Source: an optimization exercise on an open RTL-to-GDS flow (aim: small area). Production flows keep margins and buffers that such runs may drop. At most, simulation tests tie the RTL to the original design; equivalence was not proved. Power is estimated from default activity; no workload was simulated. No driver is modelled on the clock port, so clocking that relies on it looks cheaper here than on a real chip.

## main
==> module apb_mem_array, before the edit <==
module apb_mem_array #(
  parameter int DATA_WIDTH = 32,
  parameter int RINGS      = 12
) (
  input  logic                  clk,
  input  logic                  rst_n,
  input  logic                  we,
  input  logic [3:0]            wring,
  input  logic [1:0]            wslot,
  input  logic [DATA_WIDTH-1:0] wdata,    
  input  logic                  rvalid,
  input  logic [3:0]            rring,
  input  logic [1:0]            rslot,
  output logic [DATA_WIDTH-1:0] rdata
);
  localparam int W = DATA_WIDTH;
  logic [RINGS*W-1:0] p0, p1, p2, p3;
  logic [1:0]         u;           
  logic [1:0]         u_in;        
  logic [1:0]         clr_cnt;
  logic               clear;       
  logic               pend;
  logic [3:0]         pend_ring;
  logic [1:0]         pend_slot;
  logic [W-1:0]       wbuf;
  logic               now_ok;      
  logic               pend_go;     
  logic [RINGS-1:0]   ins;
  logic [W-1:0]       ins_data;
  assign u_in     = u - 2'd1;
  assign clear    = !rst_n || (clr_cnt != 2'd0);
  assign now_ok   = (wslot == u_in);
  assign pend_go  = pend && (pend_slot == u_in);
  assign ins_data = clear ? '0 : wbuf;
  always_comb begin
    for (int r = 0; r < RINGS; r++) begin
      ins[r] = clear ||
               (we   && now_ok && (wring == 4'(r))) ||
               (pend_go && (pend_ring == 4'(r)));
    end
  end
  always_ff @(posedge clk) begin
    for (int r = 0; r < RINGS; r++) begin
      p0[r*W +: W] <= ins[r] ? ins_data : p3[r*W +: W];
    end
    p1 <= p0;
    p2 <= p1;
    p3 <= p2;
  end
  always_ff @(posedge clk) begin
    if (!rst_n) begin
      u       <= 2'd0;
      clr_cnt <= 2'd3;
      pend    <= 1'b0;
    end else begin
      u <= u_in;
      if (clr_cnt != 2'd0) clr_cnt <= clr_cnt - 2'd1;
      if (we && !now_ok) begin
        pend      <= 1'b1;
        pend_ring <= wring;
        pend_slot <= wslot;
      end else if (pend_go) begin
        pend <= 1'b0;
      end
    end
  end
  always_ff @(posedge clk) begin
    if (!pend || pend_go) wbuf <= wdata;
  end
  logic [W-1:0] tap;
  logic [W-1:0] rcap;
  logic         rd_hit;
  always_comb begin
    tap = '0;
    for (int r = 0; r < RINGS; r++) begin
      if (rring == 4'(r)) tap = tap | p0[r*W +: W];
    end
  end
  assign rd_hit = (rslot == u);
  always_ff @(posedge clk) begin
    if (rd_hit) rcap <= tap;
  end
  assign rdata = rvalid ? (rd_hit ? tap : rcap) : '0;
endmodule
export LEC_CHECK = 0
export CAP_MARGIN = 0
export CORE_MARGIN = 2
export CORE_UTILIZATION = 40
export SLEW_MARGIN = 0
create_clock -name core_clock -period 5.0 [get_ports {pclk}]
standard.sh (not shown) runs the stock make flow with config.mk's settings and CLKGATE_MAP_FILE= SYNTH_SCRIPT=/design/flow/synth_recipe.tcl, a recipe that flattens the netlist after the stock synthesis.
==> flow/flow/run.sh <==
#!/bin/bash
# Own layout flow: the standard ORFS flow (standard.sh), with
#  - synthesis: synth_recipe.tcl unchanged except that the final abc mapping
#    uses an area-oriented script (flow/area.abc) instead of abc_speed.script;
#    registers, flattening and renaming are as in the standard synthesis;
#  - CTS without dummy loads;
#  - CTS, port buffer and repair settings from the variables below.
# Each tool's full output stays in orfs/logs/; make's output goes to make.log.
set -euo pipefail
W=$(pwd)
mkdir -p "$W/areasynth"
# synth.tcl with its abc call replaced by flow/abc_call.tcl
awk -v f="$W/flow/abc_call.tcl" '
  /^  log_cmd abc \{\*\}\$abc_args$/ { while ((getline l < f) > 0) print l; next }
  { print }' "$FLOW_HOME/scripts/synth.tcl" > "$W/areasynth/synth_core.tcl"
grep -q AREA_ABC_SCRIPT "$W/areasynth/synth_core.tcl"
sed "s|^source \$::env(SCRIPTS_DIR)/synth.tcl\$|source $W/areasynth/synth_core.tcl|" \
  "$W/synth_recipe.tcl" > "$W/areasynth/synth.tcl"
grep -q "areasynth/synth_core.tcl" "$W/areasynth/synth.tcl"
export AREA_ABC_SCRIPT="$W/flow/area.abc"

CTS="-sink_clustering_enable -repair_clock_nets -dont_use_dummy_load"
[[ -n "${MY_CTS_EXTRA:-}" ]] && CTS="$CTS $MY_CTS_EXTRA"
source "$W/flow/knobs.sh"

bash "$W/standard.sh" \
  SYNTH_SCRIPT="$W/areasynth/synth.tcl" \
  CTS_ARGS="$CTS $CTS_EXTRA" \
  "${EXTRA_VARS[@]}" \
  finish > "$W/make.log" 2>&1
==> flow/flow/abc_call.tcl <==
  # Area-oriented mapping: the same abc arguments without the speed script
  # and delay target, and this folder's area.abc script instead.
  set area_abc_args {}
  set skip 0
  foreach a $abc_args {
    if { $skip } { set skip 0; continue }
    if { $a eq "-script" || $a eq "-D" } { set skip 1; continue }
    lappend area_abc_args $a
  }
  log_cmd abc -script $::env(AREA_ABC_SCRIPT) {*}$area_abc_args
==> flow/flow/area.abc <==
strash; dc2; dch; amap; topo
==> flow/flow/knobs.sh <==
CTS_EXTRA="-sink_clustering_size 30 -sink_clustering_max_diameter 100"
EXTRA_VARS=(BUFFER_PORTS_ARGS="-buffer_cell sky130_fd_sc_hd__buf_1")
## Diff of input files: the feature branch against main
--- a/flow/design.v
+++ b/flow/design.v
@@ -82,22 +82,25 @@
   always_ff @(posedge clk) begin
     if (!pend || pend_go) wbuf <= wdata;
   end
   logic [W-1:0] tap;
   logic [W-1:0] rcap;
+  logic [W-1:0] rout;
   logic         rd_hit;
   always_comb begin
     tap = '0;
     for (int r = 0; r < RINGS; r++) begin
       if (rring == 4'(r)) tap = tap | p0[r*W +: W];
     end
   end
   assign rd_hit = (rslot == u);
+  assign rout = ({W{rvalid &&  rd_hit}} & tap) |
+                ({W{rvalid && !rd_hit}} & rcap);
   always_ff @(posedge clk) begin
-    if (rd_hit) rcap <= tap;
+    rcap <= rout;
   end
-  assign rdata = rvalid ? (rd_hit ? tap : rcap) : '0;
+  assign rdata = rout;
 endmodule
 `default_nettype wire
 `default_nettype none
 module apb_slave_mem #(
   parameter int ADDR_WIDTH  = 16,
[summary]
- Compared with main, the feature branch instantiates a smaller number of cells.
- Diff main -> the feature branch: count of cell types in the netlist went down; maximum level of the CTS H-tree did not really move; power per unit of standard cell area went down.
- The feature branch vs main — clock network power consumption climbed slightly
Function not checked in main: the RTL went through the layout flow alone.

[port drivers added, routing unchanged]
How much do the figures lean on ideal ports? The routed layouts below were timed once more, with nothing changed but the port constraints. Step 1 (the two cells are an assumption about what drives the block):
set clk [get_ports {pclk}]
set_driving_cell -lib_cell sky130_fd_sc_hd__clkbuf_16 $clk
set_driving_cell -lib_cell sky130_fd_sc_hd__buf_2 [delete_from_list [all_inputs] $clk]
Step 2 also shifts input and output timing later by t, the mid clock arrival at the registers, as if the neighbouring blocks saw the same clock. Slacks: ideal / step 1 / step 2; pairs: ideal / step 1.
| run | t, ns | setup slack, ns | worst hold slack (ns) |
|---|---|---|---|
| main | 0.712 | 0.254 / 0.187 / 0.187 | 0.305 / 0.305 / 0.305 |
| the feature branch | 0.709 | 0.345 / 0.307 / 0.307 | 0.288 / 0.288 / 0.288 |
After both steps setup and hold are still met in every run listed. The setup slack of main, which loses most, moves by -0.067 ns with the drivers and by -0.067 ns with both steps.
